This design comes from an exercise in tuning for small area, a short achievable clock period and few clock cycles per item on the open sky130 flow, not from production work.
Where RTL was checked, it was by simulation tests only, not by an equivalence proof against the original.
The RTL of run 5 was laid out without a check of its function.
No activity file was given, so power comes from the tool's default toggle rates.

### flow/config.mk
export PLATFORM = sky130hd
export DESIGN_NAME = ansi_escape_sgr_parser
export DESIGN_NICKNAME = ansi_escape_sgr_parser
export VERILOG_FILES = /design/flow/design.v
export SDC_FILE = /design/flow/constraint.sdc
export NUM_CORES = 4
export LEC_CHECK = 0
export ABC_AREA = 1
export CAP_MARGIN = 20
export CORE_MARGIN = 2
export CORE_UTILIZATION = 60
export CTS_CLUSTER_DIAMETER = 100
export CTS_CLUSTER_SIZE = 24
export SETUP_SLACK_MARGIN = 3.2
export SLEW_MARGIN = 20
export TNS_END_PERCENT = 0
### flow/constraint.sdc
create_clock -name core_clock -period 5.0 [get_ports {aclk}]
set_input_delay 1.0000 -clock core_clock [delete_from_list [all_inputs] [get_ports {aclk}]]
set_output_delay 1.0000 -clock core_clock [all_outputs]
set_load 0.01 [all_outputs]
### flow/design.v
package asgr_pkg;
    localparam logic [7:0] CHAR_BEL  = 8'h07;
    localparam logic [7:0] CHAR_LF   = 8'h0A;
    localparam logic [7:0] CHAR_CR   = 8'h0D;
    localparam logic [7:0] CHAR_ESC  = 8'h1B;
    localparam logic [7:0] CHAR_SEMI = 8'h3B;
    localparam logic [7:0] CHAR_LBRK = 8'h5B;
    localparam logic [7:0] CHAR_RBRK = 8'h5D;
    localparam logic [7:0] CHAR_SGR  = 8'h6D;   
    localparam logic [1:0] KIND_TEXT  = 2'd0;
    localparam logic [1:0] KIND_ERASE = 2'd1;
    localparam logic [1:0] KIND_STYLE = 2'd2;
    localparam int CFG_IDX_W  = 3;
    localparam int CFG_DATA_W = 24;
    localparam logic [51:0] RESET_STYLE = {24'hCCCCCC, 24'h000000, 2'd0, 1'b0, 1'b0};
endpackage
import asgr_pkg::*;
module ansi_escape_sgr_parser #(
    parameter int QD = 3         
) (
    input  logic                  aclk,
    input  logic                  aresetn,
    input  logic                  cfg_wr_en,
    input  logic [CFG_IDX_W-1:0]  cfg_index,
    input  logic [CFG_DATA_W-1:0] cfg_wr_data,
    input  logic                  s_valid,
    output logic                  s_ready,
    input  logic [7:0]            s_byte_in,
    output logic                  m_valid,
    input  logic                  m_ready,
    output logic [1:0]            m_result_kind,
    output logic [7:0]            m_char_code,
    output logic [23:0]           m_text_rgb,
    output logic [23:0]           m_back_rgb,
    output logic [1:0]            m_weight,
    output logic                  m_italic,
    output logic                  m_underline,
    output logic                  m_last
);
    logic [23:0] dflt_text, dflt_back;
    logic [1:0]  dflt_w;
    logic        dflt_i, dflt_u;
    always_ff @(posedge aclk) begin
        if (!aresetn) begin
            {dflt_text, dflt_back, dflt_w, dflt_i, dflt_u} <= RESET_STYLE;
        end else if (cfg_wr_en) begin
            case (cfg_index)
                3'd0: dflt_text <= cfg_wr_data[23:0];
                3'd1: dflt_back <= cfg_wr_data[23:0];
                3'd2: dflt_w    <= cfg_wr_data[1:0];
                3'd3: dflt_i    <= cfg_wr_data[0];
                3'd4: dflt_u    <= cfg_wr_data[0];
                default: ;
            endcase
        end
    end
    logic [7:0] ib;
    logic       ib_m;
    assign ib   = s_byte_in;
    assign ib_m = (s_byte_in == CHAR_SGR);
    logic m_nrm, m_cr, m_esc, m_osc, m_csi;    
    logic lf;
    logic sty;                       
    logic sty_done;                  
    localparam logic [3:0] C_EMPTY = 4'd5;
    localparam logic [3:0] C_OTHER = 4'd6;
    logic [1:0] c_col;
    logic [3:0] c_idx;
    logic c_emp, c_zero, c_one, c_two, c_three, c_four, c_nine, c_ten, c_fg, c_bg;
    assign c_fg    = c_col[0];
    assign c_bg    = c_col[1];
    assign c_emp   = (c_col == 2'd0) && (c_idx == C_EMPTY);
    assign c_zero  = (c_col == 2'd0) && (c_idx == 4'd0);
    assign c_one   = (c_col == 2'd0) && (c_idx == 4'd1);
    assign c_two   = (c_col == 2'd0) && (c_idx == 4'd2);
    assign c_three = (c_col == 2'd0) && (c_idx == 4'd3);
    assign c_four  = (c_col == 2'd0) && (c_idx == 4'd4);
    assign c_nine  = (c_col == 2'd0) && (c_idx == 4'd9);
    assign c_ten   = (c_col == 2'd0) && (c_idx == 4'd10);
    logic [23:0] pend_text, pend_back, cur_text, cur_back;
    logic [1:0]  pend_w, cur_w;
    logic        pend_i, pend_u, cur_i, cur_u;
    logic [QD-1:0] qv;
    logic [1:0]    qk [QD];
    logic [7:0]    qc [QD];
    logic          ql [QD];
    logic deq, proc, rdy;
    assign deq     = qv[0] & m_ready;
    assign s_ready = rdy;
    assign proc    = s_valid & rdy;
    logic is_lf, is_cr, is_esc, is_lbrk, is_rbrk, is_bel, is_semi, is_digit, is_final;
    assign is_lf    = (ib == CHAR_LF);
    assign is_cr    = (ib == CHAR_CR);
    assign is_esc   = (ib == CHAR_ESC);
    assign is_lbrk  = (ib == CHAR_LBRK);
    assign is_rbrk  = (ib == CHAR_RBRK);
    assign is_bel   = (ib == CHAR_BEL);
    assign is_semi  = (ib == CHAR_SEMI);
    assign is_digit = (ib[7:4] == 4'h3) && (ib[3:0] <= 4'd9);
    assign is_final = (ib >= 8'h41 && ib <= 8'h48) || ib == 8'h4A || ib == 8'h4B ||
                      ib == 8'h53 || ib == 8'h54 || ib == 8'h66 || ib == 8'h69 ||
                      ib == 8'h6E || ib == 8'h75 || ib == 8'h73;
    logic [23:0] pal;
    logic [15:0] c_dec;
    assign c_dec = 16'd1 << c_idx;
    always_comb begin
        pal = '0;
        if (c_dec[0]) pal = pal | 24'h010101;
        if (c_dec[1]) pal = pal | 24'hDE382B;
        if (c_dec[2]) pal = pal | 24'h39B54A;
        if (c_dec[3]) pal = pal | 24'hFFC706;
        if (c_dec[4]) pal = pal | 24'h006FB8;
        if (c_dec[5]) pal = pal | 24'h762671;
        if (c_dec[6]) pal = pal | 24'h2CB5E9;
        if (c_dec[7]) pal = pal | 24'hCCCCCC;
        if (c_dec[8]) pal = pal | 24'h808080;
        if (c_dec[9]) pal = pal | 24'hFF0000;
        if (c_dec[10]) pal = pal | 24'h00FF00;
        if (c_dec[11]) pal = pal | 24'hFFFF00;
        if (c_dec[12]) pal = pal | 24'h0000FF;
        if (c_dec[13]) pal = pal | 24'hFF00FF;
        if (c_dec[14]) pal = pal | 24'h00FFFF;
        if (c_dec[15]) pal = pal | 24'hFFFFFF;
    end
    logic       push, push2;
    logic [1:0] push_k;
    logic [7:0] push_c;
    logic       push_l;
    logic n_nrm, n_cr, n_esc, n_osc, n_csi, n_lf;
    logic ld_pend_tok, ld_cur, cls_clr, cls_dig, cls_bad;
    always_comb begin
        n_nrm = m_nrm; n_cr = m_cr; n_esc = m_esc; n_osc = m_osc; n_csi = m_csi;
        n_lf  = lf;
        push  = 1'b0; push2 = 1'b0; push_k = KIND_TEXT; push_c = ib; push_l = 1'b1;
        ld_pend_tok = 1'b0; ld_cur = 1'b0;
        cls_clr = 1'b0; cls_dig = 1'b0; cls_bad = 1'b0;
        if (m_nrm) begin
            if (is_esc) begin
                n_lf = 1'b0; n_nrm = 1'b0; n_esc = 1'b1;
            end else if (is_cr) begin
                n_nrm = 1'b0; n_cr = 1'b1;
            end else begin
                push = 1'b1;
                if (is_lf) n_lf = 1'b1;
            end
        end
        if (m_cr) begin
            n_cr = 1'b0; n_nrm = 1'b1;
            push = 1'b1;
            if (is_lf) begin
                push2 = 1'b1; push_c = CHAR_CR; push_l = 1'b0; n_lf = 1'b1;
            end else begin
                push2 = lf; push_k = KIND_ERASE; push_c = 8'd0; push_l = ~lf;
            end
        end
        if (m_esc) begin
            if (is_lbrk) begin
                n_esc = 1'b0; n_csi = 1'b1; cls_clr = 1'b1;
            end else if (is_rbrk) begin
                n_esc = 1'b0; n_osc = 1'b1;
            end
        end
        if (m_osc) begin
            if (is_bel) begin
                n_osc = 1'b0; n_nrm = 1'b1;
            end
        end
        if (m_csi) begin
            if (is_final) begin
                n_csi = 1'b0; n_nrm = 1'b1;
            end else if (ib_m) begin
                n_csi = 1'b0; n_nrm = 1'b1; ld_cur = 1'b1; ld_pend_tok = 1'b1;
            end else if (is_semi) begin
                ld_pend_tok = 1'b1; cls_clr = 1'b1;
            end else if (is_digit) begin
                cls_dig = 1'b1;
            end else begin
                cls_bad = 1'b1;
            end
        end
    end
    always_ff @(posedge aclk) begin
        if (!aresetn) begin
            m_nrm <= 1'b1; m_cr <= 1'b0; m_esc <= 1'b0; m_osc <= 1'b0; m_csi <= 1'b0;
            lf    <= 1'b0;
            sty   <= 1'b0;
        end else begin
            sty <= (proc & ld_cur) | (sty & ~sty_done);
            if (proc) begin
                m_nrm <= n_nrm; m_cr <= n_cr; m_esc <= n_esc; m_osc <= n_osc; m_csi <= n_csi;
                lf    <= n_lf;
            end
        end
    end
    always_ff @(posedge aclk) begin
        if (!aresetn) begin
            {cur_text, cur_back, cur_w, cur_i, cur_u} <= RESET_STYLE;
        end else if (sty_done) begin
            cur_text <= pend_text; cur_back <= pend_back;
            cur_w <= pend_w; cur_i <= pend_i; cur_u <= pend_u;
        end
    end
    logic ld_tok, dsel;
    assign ld_tok = proc & ld_pend_tok;
    assign dsel   = m_esc | c_zero;
    always_ff @(posedge aclk) begin
        if (m_esc | (ld_tok & (c_zero | c_fg))) pend_text <= dsel ? dflt_text : pal;
        if (m_esc | (ld_tok & (c_zero | c_bg))) pend_back <= dsel ? dflt_back : pal;
        if (m_esc | (ld_tok & (c_zero | c_one | c_two)))
            pend_w <= dsel ? dflt_w : {c_two, c_one};
        if (m_esc | (ld_tok & (c_zero | c_three))) pend_i <= dsel ? dflt_i : 1'b1;
        if (m_esc | (ld_tok & (c_zero | c_four)))  pend_u <= dsel ? dflt_u : 1'b1;
    end
    always_ff @(posedge aclk) begin
        if (m_esc | (proc & cls_clr)) begin
            c_col <= 2'd0; c_idx <= C_EMPTY;
        end else if (proc & cls_bad) begin
            c_col <= 2'd0; c_idx <= C_OTHER;
        end else if (proc & cls_dig) begin
            if (c_emp | c_zero) begin
                c_col <= 2'd0;
                c_idx <= (ib[3:0] >= 4'd5 && ib[3:0] <= 4'd8) ? C_OTHER : ib[3:0];
            end else if (c_one & (ib[3:0] == 4'd0)) begin
                c_col <= 2'd0; c_idx <= 4'd10;
            end else if ((c_three | c_nine | c_four | c_ten) & ~ib[3]) begin
                c_col <= {c_four | c_ten, c_three | c_nine};
                c_idx <= {c_nine | c_ten, ib[2:0]};
            end else begin
                c_col <= 2'd0; c_idx <= C_OTHER;
            end
        end
    end
    logic          pop;
    logic [QD:0]   va;             
    logic [QD-1:0] wr0, wr1;       
    logic [QD-1:0] qvn;
    assign pop      = qv[0] & m_ready;
    assign sty_done = sty & ~(deq ? qv[1] : qv[0]);
    always_comb begin
        for (int i = 0; i <= QD; i++) begin
            if (i == QD)          va[i] = 1'b0;
            else if (deq)         va[i] = ((i + 1 < QD) ? qv[(i + 1) % QD] : 1'b0) | ((i == 0) & sty_done);
            else                  va[i] = qv[i] | ((i == 0) & sty_done);
        end
        for (int i = 0; i < QD; i++) begin
            wr0[i] = ~va[i] & (i == 0 || va[(i + QD - 1) % QD]);
            wr1[i] = (i > 0) && wr0[(i + QD - 1) % QD];
            qvn[i] = va[i] | (wr0[i] & proc & push) | (wr1[i] & proc & push2);
        end
    end
    logic nm_nrm, nm_cr, nm_esc, nm_osc, nm_csi;
    assign nm_nrm = proc ? n_nrm : m_nrm;
    assign nm_cr  = proc ? n_cr  : m_cr;
    assign nm_esc = proc ? n_esc : m_esc;
    assign nm_osc = proc ? n_osc : m_osc;
    assign nm_csi = proc ? n_csi : m_csi;
    always_ff @(posedge aclk) begin
        if (!aresetn) begin
            qv  <= '0;
            rdy <= 1'b1;
        end else begin
            qv  <= qvn;
            if ((proc & ld_cur) | (sty & ~sty_done)) rdy <= ~qvn[0];
            else rdy <= nm_esc | nm_osc | nm_csi | (nm_nrm & ~qvn[QD-1]) | (nm_cr & ~qvn[QD-2]);
        end
    end
    always_ff @(posedge aclk) begin
        for (int i = 0; i < QD; i++) begin
            if (i == 0 && sty_done) begin
                qk[i] <= KIND_STYLE; qc[i] <= 8'd0; ql[i] <= 1'b1;
            end else if (wr0[i]) begin
                qk[i] <= push_k; qc[i] <= push_c; ql[i] <= push_l;
            end else if (wr1[i]) begin
                qk[i] <= KIND_TEXT; qc[i] <= ib; ql[i] <= 1'b1;
            end else if (deq) begin
                if (i + 1 < QD) begin
                    qk[i] <= qk[(i + 1) % QD]; qc[i] <= qc[(i + 1) % QD]; ql[i] <= ql[(i + 1) % QD];
                end
            end
        end
    end
    assign m_valid       = qv[0];
    assign m_result_kind = qk[0];
    assign m_char_code   = qc[0];
    assign m_last        = ql[0];
    assign m_text_rgb    = cur_text;
    assign m_back_rgb    = cur_back;
    assign m_weight      = cur_w;
    assign m_italic      = cur_i;
    assign m_underline   = cur_u;
endmodule
### flow/flow/run.sh
#!/bin/bash
# Standard layout, with the port buffers made from a plain buffer cell.
set -euo pipefail
export BUFFER_PORTS_ARGS="-buffer_cell sky130_fd_sc_hd__buf_2"
bash standard.sh > standard.log 2>&1
### flow/standard.sh
#!/bin/bash
# synth_recipe.tcl (not shown) runs the flow's synth.tcl, then flattens the netlist and writes it again
# the make line also repeats each setting of config.mk as NAME=value (left out here)
make -C /OpenROAD-flow-scripts/flow DESIGN_CONFIG=/design/flow/config.mk WORK_HOME=/design/flow/orfs CLKGATE_MAP_FILE= SYNTH_SCRIPT=/design/flow/synth_recipe.tcl "${@:-finish}"
==> impl_metrics.tcl, run 1 <==
set metrics [dict create \
    status "timing/DRC/antenna clean" \
    ys_seq_area_share_pct 55.6 \
    cts_tree "done" \
    wl_um 23600 \
    max_slew_margin_pct 57.2 \
    syn_inst 1078 \
    hpwl_um 15400 \
    arrival_ps 2350 \
    period_needed_ps 1990 \
    yosys_warnings 4 \
    p_sw_share_pct 26.2 \
    cpPeakStageDelay_ps 160 \
    gp_congestion 0.942 \
    finClkSkew_ps 12.1 \
    cp.required_ps 5360 \
    slowest_stage "nor2_2" \
    placedCellCount 1318 \
    drc 0 \
    peakVddDrop_uv 248 \
    initial_core_util_pct 61.8 \
    syn-cell-area_um2 8640 \
    path_clk_slew_ps 90 \
    htreeDepth 1 \
    pwr-share-clk_pct 31.4 \
    fin_crit_sh_pct 39.9 \
    synth.distinct_cells 39 \
    drt_iter0_markers 826 \
    clockBufferDepth 3 \
    core_area_um2 14000 \
    drive_above_1_share_pct 21.5 \
    avgRoutedWirePerCell_um 17.1 \
    avgSynthCellArea_um2 8.01 \
    max_freq_mhz 501 \
    hold_path_class "register to register" \
    die-area_um2 15400 \
    port-buffer-count 104 \
    finalNetCount 1233 \
    grt_max_degree 75 \
    grtUsageTotal_pct 30.4 \
    viasPerCell 5.67 \
    cts.sinks 204 \
    yosysTopAreaCellShare_pct 30.6 \
    die_x_um 124 \
    setup_tns_ps 0 \
    die_h_um 124 \
    p_leak_nw 4.47 \
    rsz0062_at_grt "true" \
    grt_first_pass_wirelength_um 35900 \
    cp_num_buf_inv 4 \
    ys_seq_elements 204 \
    yosysTopAreaCell "dfxtp_1" \
    antenna_found_initial 0 \
    syn_nets 1118 \
    area.growth.synth_to_final_pct 18.5 \
    first_pass_iters 6 \
    cts_buffers 12 \
    diodes 0 \
    final_core_util_pct 73.2 \
    ant_nets 0 \
    p_int_mw 2.42 \
    finalNonFillerCells 1379 \
    path_class "primary input to register" \
    endpoint_kind "register" \
    synth.area.top_cells "dfxtp_1, edfxtp_1, nand2_1" \
    floorplan.rows 43 \
    setup_slack_ps 3010 \
    maxSlewViolCount 0 \
    power_frac_comb_pct 12.7 \
    p_sw_mw 0.856 \
    worstPathCellList "buf_12, buf_4, nand2_2, inv_2, nand2_2, nand2_1, nand2_1, nand2_1, nor2_2, nand3_2, inv_2, nand4_1, nand2_2, nor2_1" \
    overflow 0 \
    power_density_nw_per_um2 320 \
    ctsRootBufferMaster "clkbuf_16" \
    ioPinCount 105 \
    cts_hold_buf 0 \
    vias 7818 \
    hold_viol_final 0 \
    start_kind "primary input" \
    first_global_vias 6820 \
    cp_top_family "simple AND/OR/NAND/NOR gates" \
    setup_viol 0 \
    clk_latency_ps 470 \
    cp_max_fo 5 \
    cap_violations 0 \
    worstMarginPinSlew_ps 642 \
    post-place-ws_ps 1880 \
    p_seq_share_pct 55.9 \
]
final timing paths:
kind	start	to	slack [ps]	depth (start not counted)
setup / recovery	s_byte_in[0]	c_col[1]	3010	14
hold / removal	qk[0][1]	qk[0][1]	450	2
setup reg to reg	c_col[1]	pend_text[19]	3040	8
hold reg to reg	qk[0][1]	qk[0][1]	450	2
per-stage QoR:
step	hold WS [ps]	area, um2	total power, mW
6_report	452	10200	3.27
5_1_grt	468	10200	3.37
4_1_cts	454	10100	3.26
3_5_place_dp	433	9270	2.22
3_3_place_gp	429	9270	2.22
2_1_floorplan	422	8720	2.10
layout make-up:
class / instances / area, um2
sequential: 204 / 4820
fill: 1128 / 3750
clock inverter: 1 / 16.3
clock buffer: 19 / 348
timing repair buffer: 145 / 936
tap: 180 / 225
timing repair inverter: 3 / 22.5
inverter: 69 / 299
multi-input combinational: 758 / 3580
power groups by stage:
stage               clock, mW  sequential [mW]  combinational [mW]
detailed placement          0             1.86               0.360
floorplan                   0             1.86               0.245
CTS                      1.04             1.83               0.390
finish                   1.03             1.83               0.417
global route             1.08             1.83               0.460
global placement            0             1.86               0.357
flip-flops by register name (all words and copies together) (netlist names), 2 cells and up:
name	count
c_col	2
cur_w	2
dflt_text	24
qv	3
dflt_back	24
ql	3
pend_text	24
qk	4
c_idx	4
pend_back	24
cur_back	24
dflt_w	2
qc	24
cur_text	24
pend_w	2
tightest hold or removal path, delay by kind of cell (launching register included):
| family | cells | cell delay, ps |
|---|---|---|
| simple gates | 2 | 100 |
| flops | 1 | 320 |
placed cells by master, fill, tap and decap left out, drive strengths merged, types with 3 or more instances in the layout:
cell type  count
nand4          8
clkbuf        20
nand2        281
nor2         228
inv           64
nor3           5
clkinvlp       7
o22ai          3
a31oi          4
dfxtp        132
buf          144
o21ai        120
nand3         54
a21oi         32
a22oi          4
o211ai        10
edfxtp        72
logic make-up after synthesis:
logic type / count (synthesis) / synth area share, %
AOI/OAI and AO/OA: 177 / 11.1
xor gates and xnor gates: 1 / 0.101
buffers and inverters: 119 / 5.71
DFF: 204 / 55.6
and+or+nand+nor: 577 / 27.5
metal layers:
layer	vias to the layer above	global-route usage, %	wire (um)
met1	3596	45.4	10300
met4	0	7.94	622
li1	3748	-	-
met2	423	46.3	10300
met3	51	4.76	2460
met5	-	0	0
Yosys cell counts (all sizes together):
library cell and number:
a21oi 32, a22oi 4, a31oi 4, a32oi 1, and3 1, buf 16
clkbuf 34, clkinv 3, dfxtp 132, edfxtp 72, inv 66, nand2 280
nand3 54, nand3b 1, nand4 8, nor2 226, nor3 5, nor4 1
o211ai 10, o21ai 120, o21bai 1, o22ai 3, o31ai 2, or2 1
xor2 1
repair_timing:
item,4_1_cts,5_1_grt
cloned,6,1
resized for setup,55,39
endpoints found under the setup margin,337,334
pin swaps,12,10
buffers inserted,31,3
Testbench counts, summed over its fixed seeds: cycles 25,466, items 24,000.
==> run 2: changes to the inputs <==
--- a/flow/config.mk
+++ b/flow/config.mk
@@ -6,11 +6,11 @@
 export NUM_CORES = 4
 export LEC_CHECK = 0
 export ABC_AREA = 1
-export CAP_MARGIN = 20
+export CAP_MARGIN = 5
 export CORE_MARGIN = 2
 export CORE_UTILIZATION = 60
 export CTS_CLUSTER_DIAMETER = 100
 export CTS_CLUSTER_SIZE = 24
 export SETUP_SLACK_MARGIN = 3.2
-export SLEW_MARGIN = 20
+export SLEW_MARGIN = 5
 export TNS_END_PERCENT = 0
==> impl_metrics.tcl, run 2 <==
set metrics [dict create \
    htreeDepth 1 \
    floorplan.rows 43 \
    grt_first_pass_wirelength_um 35900 \
    syn-cell-area_um2 8640 \
    finalNetCount 1233 \
    port-buffer-count 104 \
    drive_above_1_share_pct 21.5 \
    ys.flop_type "dfxtp_1" \
    yosys_warnings 4 \
    wl_um 23600 \
    grt_util_met1_pct 45.4 \
    finalNonFillerCells 1379 \
    avgRoutedWirePerCell_um 17.1 \
    grtUsageTotal_pct 30.4 \
    setup_tns_ps 0 \
    whs_ps 452 \
    cap_violations 0 \
    cts_hold_buf 0 \
    area.growth.synth_to_final_pct 18.5 \
    fillers 1128 \
    grt.busiest_layer "met2" \
    worstMarginPinSlew_ps 642 \
    vias 7818 \
    ys_seq_area_share_pct 55.6 \
    status "timing/DRC/antenna clean" \
    cp.required_ps 5360 \
    worstPathCellList "buf_12, buf_4, nand2_2, inv_2, nand2_2, nand2_1, nand2_1, nand2_1, nor2_2, nand3_2, inv_2, nand4_1, nand2_2, nor2_1" \
    slowest_stage "nor2_2" \
    overflow 0 \
    initial_core_util_pct 61.8 \
    clockBufferDepth 3 \
    cts_tree "done" \
    placedCellCount 1318 \
    cp_num_buf_inv 4 \
    power_density_nw_per_um2 320 \
    gp_congestion 0.942 \
    grt_max_degree 75 \
    ioPinCount 105 \
    path_class "primary input to register" \
    arrival_ps 2350 \
    setup_slack_ps 3010 \
    cts_buffers 12 \
    rsz0062_at_grt "true" \
    clk_latency_ps 470 \
    cts.sinks 204 \
    final_core_util_pct 73.2 \
    syn_inst 1078 \
    fin_crit_sh_pct 39.9 \
    hold_viol_final 0 \
    mostFrequentLayoutCell "nand2_1" \
    place_area_um2 9270 \
    p_total_mw 3.27 \
    maxSlewViolCount 0 \
    core_area_um2 14000 \
    max_slew_margin_pct 57.2 \
    viasPerCell 5.67 \
    die_x_um 124 \
    layout_common_cells "nand2_1, nor2_1, dfxtp_1" \
    die-area_um2 15400 \
    avgSynthCellArea_um2 8.01 \
    diodes 0 \
    first_global_vias 6820 \
    synth.area.top_cells "dfxtp_1, edfxtp_1, nand2_1" \
    synth-edff-count 72 \
    peakVddDrop_uv 248 \
    ctsRootBufferMaster "clkbuf_16" \
    cp_top_family "simple AND/OR/NAND/NOR gates" \
    hold_path_class "register to register" \
    start_kind "primary input" \
    drt_iter0_markers 826 \
    cp_max_fo 5 \
    period_needed_ps 1990 \
    antenna_found_initial 0 \
    gr-usage-met2_pct 46.3 \
    yosysMostFrequentCell "nand2_1" \
    endpoint_kind "register" \
    synth.distinct_cells 39 \
    path_clk_slew_ps 90 \
    p_leak_nw 4.47 \
    cpPeakStageDelay_ps 160 \
    hpwl_um 15400 \
    syn_nets 1118 \
    yosysTopAreaCell "dfxtp_1" \
    fin_area_um2 10200 \
    max_freq_mhz 501 \
    finClkSkew_ps 12.1 \
    first_pass_iters 6 \
    synth_commonest_cells "nand2_1, nor2_1, dfxtp_1, o21ai_0, edfxtp_1" \
    async_reset_ff_share_pct 0 \
    setup_viol 0 \
    yosysTopAreaCellShare_pct 30.6 \
    die_h_um 124 \
    ys_seq_elements 204 \
    ant_nets 0 \
    drc 0 \
    use_met3_pct 4.76 \
    post-place-ws_ps 1880 \
]
run 2: cell counts in the layout (fill, tap and decap cells not counted):
No cell type changed its count.
run 2: worst paths after layout:
kind | startpoint | end | slack [ps] | cells past startpoint
max | s_byte_in[0] | c_col[1] | 3010 | 14
min | qk[0][1] | qk[0][1] | 450 | 2
min reg2reg | qk[0][1] | qk[0][1] | 450 | 2
max reg2reg | c_col[1] | pend_text[19] | 3040 | 8
run 2: area by class of cell:
| type | instances | area, um2 | share of cell area (%) |
|---|---|---|---|
| clock buffer | 19 | 348 | 3.40 |
| clock inverter | 1 | 16.3 | 0.159 |
| inverter | 69 | 299 | 2.92 |
| multi-input combinational | 758 | 3580 | 34.9 |
| sequential | 204 | 4820 | 47.0 |
| tap | 180 | 225 | 2.20 |
| timing repair buffer | 145 | 936 | 9.14 |
| timing repair inverter | 3 | 22.5 | 0.220 |
run 2: kinds of logic after synthesis:
| logic type | after synthesis | share of synthesized area, % |
|---|---|---|
| and+or+nand+nor | 577 | 27.5 |
| DFF | 204 | 55.6 |
| AOI/OAI and AO/OA | 177 | 11.1 |
| buffers and inverters | 119 | 5.71 |
| xor gates and xnor gates | 1 | 0.101 |
run 2: per-layer routing:
metal / vias to the layer above / part of all wire (%)
met5: - / 0
met4: 0 / 2.6
met3: 51 / 10
met2: 423 / 43
met1: 3596 / 44
li1: 3748 / -
run 2: repair_timing:
item                                    in CTS  in global routing
pin swaps                                   12                 10
buffers inserted                            31                  3
endpoints found under the setup margin     337                334
hold endpoints to repair                     0                  0
resized for setup                           55                 39
cloned                                       6                  1
run 2: worst register-to-register path, cell delays in order (launching register included):
cell and delay [ps]:
dfxtp_1 360, nor2_4 210, nand2_1 120, nor2_1 160
nand2_2 130, nand2_8 130, clkinvlp_4 210, a22oi_1 320
nand2_1 90
run 2: power breakdown:
part	internal, mW	switching [mW]
sequential	1.80	0.0325
combinational	0.131	0.286
clock	0.490	0.538
total	2.42	0.856
==> run 3: changes to the inputs <==
--- a/flow/config.mk
+++ b/flow/config.mk
@@ -6,11 +6,11 @@
 export NUM_CORES = 4
 export LEC_CHECK = 0
 export ABC_AREA = 1
-export CAP_MARGIN = 5
+export CAP_MARGIN = 20
 export CORE_MARGIN = 2
 export CORE_UTILIZATION = 60
-export CTS_CLUSTER_DIAMETER = 100
-export CTS_CLUSTER_SIZE = 24
+export CTS_CLUSTER_DIAMETER = 80
+export CTS_CLUSTER_SIZE = 20
 export SETUP_SLACK_MARGIN = 3.2
-export SLEW_MARGIN = 5
+export SLEW_MARGIN = 20
 export TNS_END_PERCENT = 0
==> impl_metrics.tcl, run 3 <==
set metrics [dict create \
    status "timing/DRC/antenna clean" \
    yosys_warnings 4 \
    setup_viol 0 \
    rsz0062_at_grt "true" \
    synthMuxAreaShare_pct 0 \
    min-delay-start "qk[0][1]" \
    regArea_um2 4810 \
    floorplan.rows 43 \
    cap_violations 0 \
    setup_tns_ps 0 \
    p_seq_share_pct 54.5 \
    endpoint_kind "register" \
    cts.sinks 204 \
    p_sw_share_pct 25.8 \
    ys_seq_area_share_pct 55.6 \
    clk_latency_ps 470 \
    max_slew_margin_pct 58.3 \
    ctsRootBufferMaster "clkbuf_16" \
    wl_um 23600 \
    finClkSkew_ps 11.8 \
    p_sw_mw 0.864 \
    p_leak_nw 4.50 \
    htreeDepth 1 \
    grt_first_pass_wirelength_um 35900 \
    ys_seq_elements 204 \
    p_int_mw 2.49 \
    worstMarginPinSlew_ps 625 \
    max_freq_mhz 487 \
    clockBufferDepth 3 \
    min_to "qk[0][1]" \
    synthAdderAreaFrac_pct 0 \
    hold_path_class "register to register" \
    port-buffer-count 104 \
    start_kind "register" \
    power_frac_comb_pct 12.4 \
    cp.required_ps 5210 \
    synth.distinct_cells 39 \
    cts_tree "done" \
    syn_inst 1078 \
    synth-edff-count 72 \
    syn_nets 1118 \
    mostFrequentLayoutCell "nand2_1" \
    synth_commonest_cells "nand2_1, nor2_1, dfxtp_1, o21ai_0, edfxtp_1" \
    hpwl_um 15400 \
    drt_iter0_markers 1019 \
    synth_top_family_by_area "simple AND/OR/NAND/NOR gates" \
    yosysMostFrequentCell "nand2_1" \
    core_area_um2 14000 \
    gp_congestion 0.942 \
    peakVddDrop_uv 290 \
    die_x_um 124 \
    syn-cell-area_um2 8640 \
    vias 7777 \
    yosysTopAreaCellShare_pct 30.6 \
    synth_compound_area_share_pct 11.1 \
    arrival_ps 2260 \
    avgRoutedWirePerCell_um 17.0 \
    finalNetCount 1237 \
    cts_buffers 14 \
    grt_max_degree 75 \
    rr_worst_depth 9 \
    power_density_nw_per_um2 326 \
    ys.flop_type "dfxtp_1" \
    fin_crit_sh_pct 41.1 \
    multi_input_area_um2 3560 \
    die_h_um 124 \
    fillers 1102 \
    ioPinCount 105 \
    diodes 0 \
    hold_viol_final 0 \
    layout_common_cells "nand2_1, nor2_1, dfxtp_1" \
    final_core_util_pct 73.7 \
    async_reset_ff_share_pct 0 \
    ant_nets 0 \
    drc 0 \
    avgSynthCellArea_um2 8.01 \
    r2r_start "c_col[1]" \
    synth-simple-area-share_pct 27.5 \
    cp_max_fo 10 \
    viasPerCell 5.62 \
    min_path_cells 2 \
    drive_above_1_share_pct 20.5 \
    antenna_found_initial 1 \
    grtUsageTotal_pct 30.6 \
    overflow 0 \
    die-area_um2 15400 \
    path_class "register to register" \
    period_needed_ps 2050 \
    path_clk_slew_ps 80 \
    reg2reg_to "pend_back[13]" \
    pwr-share-clk_pct 33.2 \
    first_global_vias 6813 \
    placedCellCount 1318 \
    area.growth.synth_to_final_pct 19.3 \
    synth.area.top_cells "dfxtp_1, edfxtp_1, nand2_1" \
    first_pass_iters 8 \
    maxSlewViolCount 0 \
    synth_xor_area_share_pct 0.101 \
    initial_core_util_pct 61.8 \
    yosysTopAreaCell "dfxtp_1" \
    finalNonFillerCells 1385 \
    r2r_slack_ps 2950 \
]
[run 3: power by group through the flow]
stage | combinational (mW) | sequential, mW | clock (mW)
2_1_floorplan | 0.245 | 1.86 | 0
3_3_place_gp | 0.357 | 1.86 | 0
3_5_place_dp | 0.360 | 1.86 | 0
4_1_cts | 0.390 | 1.83 | 1.12
5_1_grt | 0.461 | 1.83 | 1.18
6_report | 0.415 | 1.83 | 1.11
[run 3: logic make-up (layout without fill, tap and decap cells)]
group,Yosys count,count (layout)
simple gates,577,581
flops,204,204
compound gates,177,177
buf+inv,119,242
xor+xnor,1,1
[run 3: cell type report]
class | count | area share, %
sequential | 204 | 46.7
multi-input combinational | 759 | 34.5
timing repair buffer | 146 | 9.45
clock buffer | 22 | 3.90
inverter | 69 | 2.83
tap | 180 | 2.19
clock inverter | 2 | 0.219
timing repair inverter | 3 | 0.219
[run 3: layer usage]
metal,part of all wire [%],GRT usage (%),vias up
li1,-,-,3755
met1,43,45.7,3541
met2,43,45.6,424
met3,11,6.41,57
met4,2.5,7.72,0
met5,0,0,-
[run 3: worst max-delay path by stage]
| stage | slack [ps] | startpoint | to |
|---|---|---|---|
| 4_1_cts | 3000 | s_byte_in[0] | pend_back[7] |
| 6_report | 2950 | c_col[1] | pend_back[13] |
| 2_1_floorplan | 2530 | s_byte_in[2] | pend_back[0] |
| 3_3_place_gp | 1900 | s_byte_in[0] | pend_back[4] |
| 5_1_grt | 2900 | c_col[1] | pend_text[19] |
| 3_5_place_dp | 1880 | m_ready | qc[1][2] |
[run 3: what timing repair did]
action / in CTS / in global routing
pin swaps: 12 / 7
buffers inserted: 30 / 5
hold buffers: 0 / 0
resized for setup: 55 / 20
setup endpoints to repair: 337 / 335
gates cloned: 7 / 1
[run 3: worst max-delay path, cell delays in order, from the launching register on]
cell	delay, ps
dfxtp_1	350
nor2_4	200
nand2_1	120
nor2_1	180
nand2_2	150
nand2_8	130
buf_4	130
clkinvlp_4	200
o21ai_1	220
nand2_1	110
[run 3: stage by stage]
stage | worst slack (ps) | instance area (um2) | hold WS [ps] | total power [mW]
after floorplan | 2530 | 8720 | 422 | 2.10
after global placement | 1900 | 9270 | 429 | 2.22
after detailed placement | 1880 | 9270 | 433 | 2.22
after CTS | 3000 | 10200 | 450 | 3.34
after global routing | 2900 | 10300 | 467 | 3.47
final | 2950 | 10300 | 450 | 3.35
==> run 4: changes to the inputs <==
==> flow/flow/run.sh (replaced) <==
#!/bin/bash
# Standard layout, with the port buffers made from a plain buffer cell and
# a power-recovery pass (downsizing gates off the critical paths) after the
# global-route timing repair.
set -euo pipefail
export BUFFER_PORTS_ARGS="-buffer_cell sky130_fd_sc_hd__buf_2"
export RECOVER_POWER=100
bash standard.sh > standard.log 2>&1
--- a/flow/config.mk
+++ b/flow/config.mk
@@ -9,8 +9,8 @@
 export CAP_MARGIN = 20
 export CORE_MARGIN = 2
 export CORE_UTILIZATION = 60
-export CTS_CLUSTER_DIAMETER = 80
-export CTS_CLUSTER_SIZE = 20
+export CTS_CLUSTER_DIAMETER = 100
+export CTS_CLUSTER_SIZE = 24
 export SETUP_SLACK_MARGIN = 3.2
 export SLEW_MARGIN = 20
 export TNS_END_PERCENT = 0
==> impl_metrics.tcl, run 4 <==
set metrics [dict create \
    synth.distinct_cells 39 \
    p_total_mw 3.25 \
    cp.depth 9 \
    antenna_found_initial 0 \
    worstMarginPinSlew_ps 1690 \
    r2r_slack_ps 1730 \
    finClkSkew_ps 12.5 \
    max_freq_mhz 305 \
    whs_ps 456 \
    yosysTopAreaCellShare_pct 30.6 \
    area.growth.synth_to_final_pct 14.3 \
    yosys_warnings 4 \
    power_density_nw_per_um2 329 \
    post-place-ws_ps 1880 \
    vias 7799 \
    port-buffer-count 104 \
    syn_inst 1078 \
    so_faults "max-capacitance violations, max-slew violations" \
    cp_num_buf_inv 1 \
    mostFrequentLayoutCell "nand2_1" \
    async_reset_ff_share_pct 0 \
    cpPeakStageDelay_ps 960 \
    cp_max_fo 31 \
    arrival_ps 3490 \
    p_leak_nw 4.13 \
    floorplan.rows 43 \
    cts_hold_buf 0 \
    grt_max_degree 75 \
    ant_nets 0 \
    grt_first_pass_wirelength_um 35900 \
    htreeDepth 1 \
    fin_crit_sh_pct 65.5 \
    reg2reg_to "pend_text[23]" \
    diodes 0 \
    avgSynthCellArea_um2 8.01 \
    cts.sinks 204 \
    core_area_um2 14000 \
    period_needed_ps 3270 \
    gp_congestion 0.942 \
    clockBufferDepth 3 \
    die-area_um2 15400 \
    worstPathCellList "nor2_1, nand2_1, nor2_1, nand2_1, nand2_8, clkbuf_1, nor2_1, a21oi_1, nand2_1" \
    hold_path_class "register to register" \
    die_h_um 124 \
    clk_latency_ps 470 \
    die_x_um 124 \
    synth-edff-count 72 \
    endpoint "pend_text[23]" \
    path_class "register to register" \
    cts_buffers 12 \
    r2r_start "c_col[1]" \
    maxSlewViolCount 54 \
    hpwl_um 15400 \
    yosysMostFrequentCell "nand2_1" \
    rr_worst_depth 9 \
    synth_commonest_cells "nand2_1, nor2_1, dfxtp_1, o21ai_0, edfxtp_1" \
    wl_um 23700 \
    avgRoutedWirePerCell_um 17.2 \
    cp.required_ps 5220 \
    cap_violations 2 \
    ys.flop_type "dfxtp_1" \
    yosysTopAreaCell "dfxtp_1" \
    min_path_cells 2 \
    setup_slack_ps 1730 \
    ctsRootBufferMaster "clkbuf_16" \
    first_global_vias 6820 \
    grtUsageTotal_pct 30.4 \
    drive_above_1_share_pct 12.1 \
    cp-startpoint "c_col[1]" \
    finalNetCount 1233 \
    initial_core_util_pct 61.8 \
    ioPinCount 105 \
    start_kind "register" \
    path_clk_slew_ps 100 \
    drc 0 \
    syn_nets 1118 \
    ys_seq_elements 204 \
    overflow 0 \
    rsz0062_at_grt "true" \
    drt_iter0_markers 880 \
    ys_seq_area_share_pct 55.6 \
    syn-cell-area_um2 8640 \
    cp_top_family "simple AND/OR/NAND/NOR gates" \
    max_slew_margin_pct -13.8 \
    slowest_stage "clkbuf_1" \
    viasPerCell 5.66 \
    first_pass_iters 6 \
    setup_viol 0 \
    endpoint_kind "register" \
    layout_common_cells "nand2_1, nor2_1, dfxtp_1" \
    status "complete, but fails checks" \
    synth.area.top_cells "dfxtp_1, edfxtp_1, nand2_1" \
    setup_tns_ps 0 \
    cts_tree "done" \
    hold_viol_final 0 \
    peakVddDrop_uv 250 \
]
-- run 4: cell counts after synthesis --
No cell type changed its count.
-- run 4: timing repair --
item,4_1_cts,5_1_grt
setup endpoints to repair,337,334
setup buffers,31,3
hold endpoints to repair,0,0
pin swaps,12,10
gates resized for setup,55,39
cloned,6,1
-- run 4: kinds of logic (layout without fill, tap and decap cells) --
group                     count (synthesis)  in the layout  share of synthesized area, %
and+or+nand+nor                         577            580                          27.5
xor gates and xnor gates                  1              1                         0.101
buffers and inverters                   119            237                          5.71
DFF                                     204            204                          55.6
AOI/OAI and AO/OA                       177            177                          11.1
-- run 4: worst reg2reg max path: cells and delay by family, from the launching register on --
| kind | cells | cell delay, ps |
|---|---|---|
| AO/OA/AOI/OAI | 1 | 370 |
| AND/OR/NAND/NOR | 7 | 1360 |
| flip-flops | 1 | 340 |
| buffers and inverters | 1 | 960 |
-- run 4: worst min path at each step --
stage	startpoint	to	slack, ps
global route	qk[0][1]	qk[0][1]	470
floorplan	pend_text[10]	cur_text[10]	420
finish	qk[0][1]	qk[0][1]	460
CTS	qk[0][1]	qk[0][1]	450
global placement	qk[0][1]	qk[0][1]	430
detailed placement	pend_text[10]	cur_text[10]	430
-- run 4: report_power, final --
group | internal [mW] | switching (mW) | total, mW
logic | 0.118 | 0.277 | 0.395
registers | 1.80 | 0.0323 | 1.83
clock network | 0.490 | 0.538 | 1.03
-- run 4: final cells by class --
class | count | area, um2
clock buffer | 19 | 348
clock inverter | 1 | 16.3
fill | 1239 | 4110
inverter | 69 | 289
multi-input combinational | 758 | 3440
sequential | 204 | 4810
tap | 180 | 225
timing repair buffer | 145 | 732
timing repair inverter | 3 | 20.0
-- run 4: through the flow --
step / std cells / util (%) / cell area [um2]
5_1_grt: 1379 / 70.6 / 9870
6_report: 1379 / 70.6 / 9870
3_5_place_dp: 1318 / 66.2 / 9270
3_3_place_gp: 1318 / 66.2 / 9270
2_1_floorplan: 1078 / - / 8720
4_1_cts: 1375 / 72.2 / 10100
-- run 4: routing by layer --
layer  vias to the layer above  wire length (um)  GRT usage (%)
met2                       403             10200           46.3
met5                         -                 0              0
met4                         0               686           7.94
met3                        50              2430           4.76
met1                      3601             10400           45.4
li1                       3745                 -              -
==> run 5: changes to the inputs <==
--- a/flow/design.v
+++ b/flow/design.v
@@ -127,12 +127,12 @@
     logic [7:0] push_c;
     logic       push_l;
     logic n_nrm, n_cr, n_esc, n_osc, n_csi, n_lf;
-    logic ld_pend_tok, ld_cur, cls_clr, cls_dig, cls_bad;
+    logic ld_pend_dflt, ld_pend_tok, ld_cur, cls_clr, cls_dig, cls_bad;
     always_comb begin
         n_nrm = m_nrm; n_cr = m_cr; n_esc = m_esc; n_osc = m_osc; n_csi = m_csi;
         n_lf  = lf;
         push  = 1'b0; push2 = 1'b0; push_k = KIND_TEXT; push_c = ib; push_l = 1'b1;
-        ld_pend_tok = 1'b0; ld_cur = 1'b0;
+        ld_pend_dflt = 1'b0; ld_pend_tok = 1'b0; ld_cur = 1'b0;
         cls_clr = 1'b0; cls_dig = 1'b0; cls_bad = 1'b0;
         if (m_nrm) begin
             if (is_esc) begin
@@ -155,7 +155,7 @@
         end
         if (m_esc) begin
             if (is_lbrk) begin
-                n_esc = 1'b0; n_csi = 1'b1; cls_clr = 1'b1;
+                n_esc = 1'b0; n_csi = 1'b1; ld_pend_dflt = 1'b1; cls_clr = 1'b1;
             end else if (is_rbrk) begin
                 n_esc = 1'b0; n_osc = 1'b1;
             end
@@ -200,36 +200,61 @@
             cur_w <= pend_w; cur_i <= pend_i; cur_u <= pend_u;
         end
     end
-    logic ld_tok, dsel;
-    assign ld_tok = proc & ld_pend_tok;
+    logic nm_nrm, nm_cr, nm_esc, nm_osc, nm_csi;
+    assign nm_nrm = proc ? n_nrm : m_nrm;
+    assign nm_cr  = proc ? n_cr  : m_cr;
+    assign nm_esc = proc ? n_esc : m_esc;
+    assign nm_osc = proc ? n_osc : m_osc;
+    assign nm_csi = proc ? n_csi : m_csi;
+    logic f_text, f_back, f_w, f_i, f_u;
+    logic is_tok, dsel;
+    assign is_tok = (ib == CHAR_SEMI) | (ib == CHAR_SGR);
     assign dsel   = m_esc | c_zero;
     always_ff @(posedge aclk) begin
-        if (m_esc | (ld_tok & (c_zero | c_fg))) pend_text <= dsel ? dflt_text : pal;
-        if (m_esc | (ld_tok & (c_zero | c_bg))) pend_back <= dsel ? dflt_back : pal;
-        if (m_esc | (ld_tok & (c_zero | c_one | c_two)))
-            pend_w <= dsel ? dflt_w : {c_two, c_one};
-        if (m_esc | (ld_tok & (c_zero | c_three))) pend_i <= dsel ? dflt_i : 1'b1;
-        if (m_esc | (ld_tok & (c_zero | c_four)))  pend_u <= dsel ? dflt_u : 1'b1;
+        if (m_esc | (s_valid & is_tok & f_text)) pend_text <= dsel ? dflt_text : pal;
+        if (m_esc | (s_valid & is_tok & f_back)) pend_back <= dsel ? dflt_back : pal;
+        if (m_esc | (s_valid & is_tok & f_w))    pend_w <= dsel ? dflt_w : {c_two, c_one};
+        if (m_esc | (s_valid & is_tok & f_i))    pend_i <= dsel ? dflt_i : 1'b1;
+        if (m_esc | (s_valid & is_tok & f_u))    pend_u <= dsel ? dflt_u : 1'b1;
     end
-    always_ff @(posedge aclk) begin
+    logic [1:0] c_col_n;
+    logic [3:0] c_idx_n;
+    always_comb begin
+        c_col_n = c_col; c_idx_n = c_idx;
         if (m_esc | (proc & cls_clr)) begin
-            c_col <= 2'd0; c_idx <= C_EMPTY;
+            c_col_n = 2'd0; c_idx_n = C_EMPTY;
         end else if (proc & cls_bad) begin
-            c_col <= 2'd0; c_idx <= C_OTHER;
+            c_col_n = 2'd0; c_idx_n = C_OTHER;
         end else if (proc & cls_dig) begin
             if (c_emp | c_zero) begin
-                c_col <= 2'd0;
-                c_idx <= (ib[3:0] >= 4'd5 && ib[3:0] <= 4'd8) ? C_OTHER : ib[3:0];
+                c_col_n = 2'd0;
+                c_idx_n = (ib[3:0] >= 4'd5 && ib[3:0] <= 4'd8) ? C_OTHER : ib[3:0];
             end else if (c_one & (ib[3:0] == 4'd0)) begin
-                c_col <= 2'd0; c_idx <= 4'd10;
+                c_col_n = 2'd0; c_idx_n = 4'd10;
             end else if ((c_three | c_nine | c_four | c_ten) & ~ib[3]) begin
-                c_col <= {c_four | c_ten, c_three | c_nine};
-                c_idx <= {c_nine | c_ten, ib[2:0]};
+                c_col_n = {c_four | c_ten, c_three | c_nine};
+                c_idx_n = {c_nine | c_ten, ib[2:0]};
             end else begin
-                c_col <= 2'd0; c_idx <= C_OTHER;
+                c_col_n = 2'd0; c_idx_n = C_OTHER;
             end
         end
     end
+    logic n_small, n_zero;
+    assign n_small = (c_col_n == 2'd0);
+    assign n_zero  = n_small & (c_idx_n == 4'd0);
+    always_ff @(posedge aclk) begin
+        c_col <= c_col_n;
+        c_idx <= c_idx_n;
+        if (!aresetn) begin
+            {f_text, f_back, f_w, f_i, f_u} <= 5'b0;
+        end else begin
+            f_text <= nm_csi & (n_zero | c_col_n[0]);
+            f_back <= nm_csi & (n_zero | c_col_n[1]);
+            f_w    <= nm_csi & (n_zero | (n_small & (c_idx_n == 4'd1 || c_idx_n == 4'd2)));
+            f_i    <= nm_csi & (n_zero | (n_small & (c_idx_n == 4'd3)));
+            f_u    <= nm_csi & (n_zero | (n_small & (c_idx_n == 4'd4)));
+        end
+    end
     logic          pop;
     logic [QD:0]   va;             
     logic [QD-1:0] wr0, wr1;       
@@ -248,12 +273,6 @@
             qvn[i] = va[i] | (wr0[i] & proc & push) | (wr1[i] & proc & push2);
         end
     end
-    logic nm_nrm, nm_cr, nm_esc, nm_osc, nm_csi;
-    assign nm_nrm = proc ? n_nrm : m_nrm;
-    assign nm_cr  = proc ? n_cr  : m_cr;
-    assign nm_esc = proc ? n_esc : m_esc;
-    assign nm_osc = proc ? n_osc : m_osc;
-    assign nm_csi = proc ? n_csi : m_csi;
     always_ff @(posedge aclk) begin
         if (!aresetn) begin
             qv  <= '0;
==> flow/flow/run.sh (replaced) <==
#!/bin/bash
# Standard layout, with the port buffers made from a plain buffer cell.
set -euo pipefail
export BUFFER_PORTS_ARGS="-buffer_cell sky130_fd_sc_hd__buf_2"
bash standard.sh > standard.log 2>&1
--- a/flow/config.mk
+++ b/flow/config.mk
@@ -8,7 +8,7 @@
 export ABC_AREA = 1
 export CAP_MARGIN = 20
 export CORE_MARGIN = 2
-export CORE_UTILIZATION = 60
+export CORE_UTILIZATION = 40
 export CTS_CLUSTER_DIAMETER = 100
 export CTS_CLUSTER_SIZE = 24
 export SETUP_SLACK_MARGIN = 3.2
==> impl_metrics.tcl, run 5 <==
set metrics [dict create \
    cp-startpoint "s_byte_in[1]" \
    cp_num_buf_inv 4 \
    cp_max_fo 9 \
    ant_nets 0 \
    diodes 0 \
    p_sw_mw 0.731 \
    cts_hold_buf 0 \
    start_kind "primary input" \
    cap_violations 0 \
    synthAdderAreaFrac_pct 0 \
    ys_seq_elements 209 \
    path_class "primary input to register" \
    cts.sinks 209 \
    async_reset_ff_share_pct 0 \
    finalNetCount 1254 \
    synth_xor_area_share_pct 0.0993 \
    r2r_start "c_idx[1]" \
    clk_latency_ps 480 \
    max_freq_mhz 498 \
    yosysTopAreaCellShare_pct 31.1 \
    cp_top_family "simple AND/OR/NAND/NOR gates" \
    grtUsageTotal_pct 19.8 \
    clockBufferDepth 3 \
    peakVddDrop_uv 185 \
    p_total_mw 3.12 \
    syn-cell-area_um2 8820 \
    synth_top_family_by_area "simple AND/OR/NAND/NOR gates" \
    synth.area.top_cells "dfxtp_1, edfxtp_1, nand2_1" \
    antenna_found_initial 0 \
    htreeDepth 1 \
    whs_ps 457 \
    rsz0062_at_grt "true" \
    endpoint_kind "register" \
    port-buffer-count 104 \
    synth.distinct_cells 40 \
    p_sw_share_pct 23.4 \
    path_clk_slew_ps 100 \
    worstMarginPinSlew_ps 653 \
    max_slew_margin_pct 56.5 \
    hold_path_class "register to register" \
    status "timing/DRC/antenna clean" \
    p_leak_nw 4.80 \
    vias 7497 \
    fin_crit_sh_pct 40.2 \
    arrival_ps 2440 \
    first_global_vias 6954 \
    area.growth.synth_to_final_pct 21.2 \
    synth_compound_area_share_pct 9.99 \
    core_area_um2 21800 \
    ctsRootBufferMaster "clkbuf_16" \
    cp_common_cell "nand2_2" \
    r2r_slack_ps 3040 \
    drc 0 \
    synth-edff-count 72 \
    worstPathCellList "buf_6, inv_2, nand2_2, nor2_4, nand2_2, nand2_4, nor2_4, nand4_1, nand2_2, nor2_2, buf_4, inv_1, a21oi_2" \
    maxSlewViolCount 0 \
    gp_congestion 0.896 \
    synth_commonest_cells "nand2_1, nor2_1, dfxtp_1, o21ai_0, edfxtp_1" \
    cp.depth 13 \
    layout_common_cells "nand2_1, nor2_1, dfxtp_1" \
    cts_buffers 12 \
    pwr-share-clk_pct 33.3 \
    first_pass_iters 5 \
    slowest_stage "nor2_2" \
    finClkSkew_ps 25.3 \
    fillers 2145 \
    hold_viol_final 0 \
    floorplan.rows 54 \
    regArea_um2 4940 \
    reg2reg_to "pend_text[9]" \
    initial_core_util_pct 40.5 \
    yosys_warnings 4 \
    setup_tns_ps 0 \
    syn_inst 1103 \
    grt_first_pass_wirelength_um 37600 \
    syn_nets 1143 \
    endpoint "f_text" \
    ys.flop_type "dfxtp_1" \
    overflow 0 \
    viasPerCell 5.00 \
    die_x_um 152 \
    yosysMostFrequentCell "nand2_1" \
    avgSynthCellArea_um2 7.99 \
    synthMuxAreaShare_pct 0 \
    setup_viol 0 \
    die-area_um2 23200 \
    wl_um 23500 \
    hpwl_um 16000 \
    avgRoutedWirePerCell_um 15.7 \
    period_needed_ps 2010 \
    grt_max_degree 82 \
    cp.required_ps 5430 \
    p_seq_share_pct 58.7 \
    ys_seq_area_share_pct 55.6 \
    drt_iter0_markers 478 \
    power_density_nw_per_um2 292 \
    synth-simple-area-share_pct 28.5 \
    power_frac_comb_pct 8.0 \
    yosysTopAreaCell "dfxtp_1" \
    mostFrequentLayoutCell "nand2_1" \
    die_h_um 152 \
    multi_input_area_um2 3730 \
    p_int_mw 2.39 \
    drive_above_1_share_pct 23.6 \
    cts_tree "done" \
    ioPinCount 105 \
    cpPeakStageDelay_ps 190 \
    rr_worst_depth 7 \
]
-- run 5: cell families after synthesis --
group,Yosys count
AO/OA/AOI/OAI,165
XOR/XNOR,1
buffers and inverters,129
flip-flops,209
AND/OR/NAND/NOR,599
-- run 5: routing by layer --
metal / routed length, um / up-vias / global-route usage [%]
li1: - / 3807 / -
met2: 10100 / 194 / 30.2
met3: 1030 / 26 / 2.53
met4: 411 / 0 / 4.37
met5: 0 / - / 0
met1: 11900 / 3470 / 30.2
-- run 5: layout make-up --
type                            count  share of cell area, %
Timing Repair inverter              2                  0.141
Tap cell                          280                   3.28
Multi-Input combinational cell    767                   34.9
Clock inverter                      1                 0.0820
Timing Repair Buffer              144                   8.90
Inverter                           78                   3.14
Clock buffer                       19                   3.26
Sequential cell                   209                   46.3
-- run 5: per-stage QoR --
| step | cells | cell area (um2) | setup WS, ps | util [%] |
|---|---|---|---|---|
| 3_5_place_dp | 1442 | 9580 | 2160 | 44.0 |
| 2_1_floorplan | 1103 | 8870 | 2660 | - |
| 3_3_place_gp | 1442 | 9580 | 2270 | 44.0 |
| 5_1_grt | 1500 | 10700 | 2860 | 49.1 |
| 6_report | 1500 | 10700 | 2990 | 49.1 |
| 4_1_cts | 1500 | 10700 | 3030 | 49.1 |
-- run 5: worst min-delay path: stages (launching register included) --
cell	delay [ps]
dfxtp_1	330
nand2_1	50
nand3_1	50
-- run 5: power groups by stage --
stage / logic (mW) / registers [mW] / clock network (mW)
floorplan: 0.127 / 1.87 / 0
global placement: 0.205 / 1.87 / 0
finish: 0.250 / 1.83 / 1.04
detailed placement: 0.207 / 1.87 / 0
CTS: 0.249 / 1.83 / 1.07
global route: 0.275 / 1.83 / 1.12
-- run 5: worst min-delay path by stage --
| stage | startpoint | cells after the start | endpoint |
|---|---|---|---|
| 2_1_floorplan | dflt_text[10] | 2 | dflt_text[10] |
| 3_3_place_gp | cur_text[10] | 2 | cur_text[10] |
| 4_1_cts | cur_text[10] | 2 | cur_text[10] |
| 5_1_grt | cur_text[22] | 2 | cur_text[22] |
| 6_report | cur_text[10] | 2 | cur_text[10] |
| 3_5_place_dp | cur_text[10] | 2 | cur_text[10] |
-- run 5: what timing repair did --
item | CTS | global route
resized for setup | 136 | 1
buffers inserted | 34 | 0
gates cloned | 4 | 0
pin swaps | 28 | 0
endpoints found under the setup margin | 338 | 307

## static timing again, ports no longer ideal
The flow's constraints put no driver on any port. The routed layouts listed below were extracted and timed again, unchanged, in two steps. Step 1 sets driving cells, clkbuf_16 on the clock port and buf_2 on the other inputs (assumed; they add their load-dependent delay and slew). Step 2 also shifts input and output timing later by t, the mid clock arrival at the registers, as if the neighbouring blocks saw the same clock. Slacks: no drivers / after step 1 / after step 2; pairs: no drivers / after step 1.
| run | shift t [ns] | setup WS [ns] | worst setup path after step 2 | latest minus earliest clock arrival (ns) | cell pins on the clock port's net |
|---|---|---|---|---|---|
| run 1 | 0.504 | 3.005 / 2.972 / 2.482 | input to register | 0.013 / 0.013 | 1 |
| run 2 | 0.504 | 3.005 / 2.972 / 2.482 | input to register | 0.013 / 0.013 | 1 |
| run 3 | 0.508 | 2.947 / 2.947 / 2.464 | input to register | 0.012 / 0.012 | 1 |
| run 4 | 0.506 | 1.726 / 1.726 / 1.397 | input to register | 0.013 / 0.013 | 1 |
| run 5 | 0.518 | 2.990 / 2.992 / 2.489 | input to register | 0.027 / 0.026 | 1 |
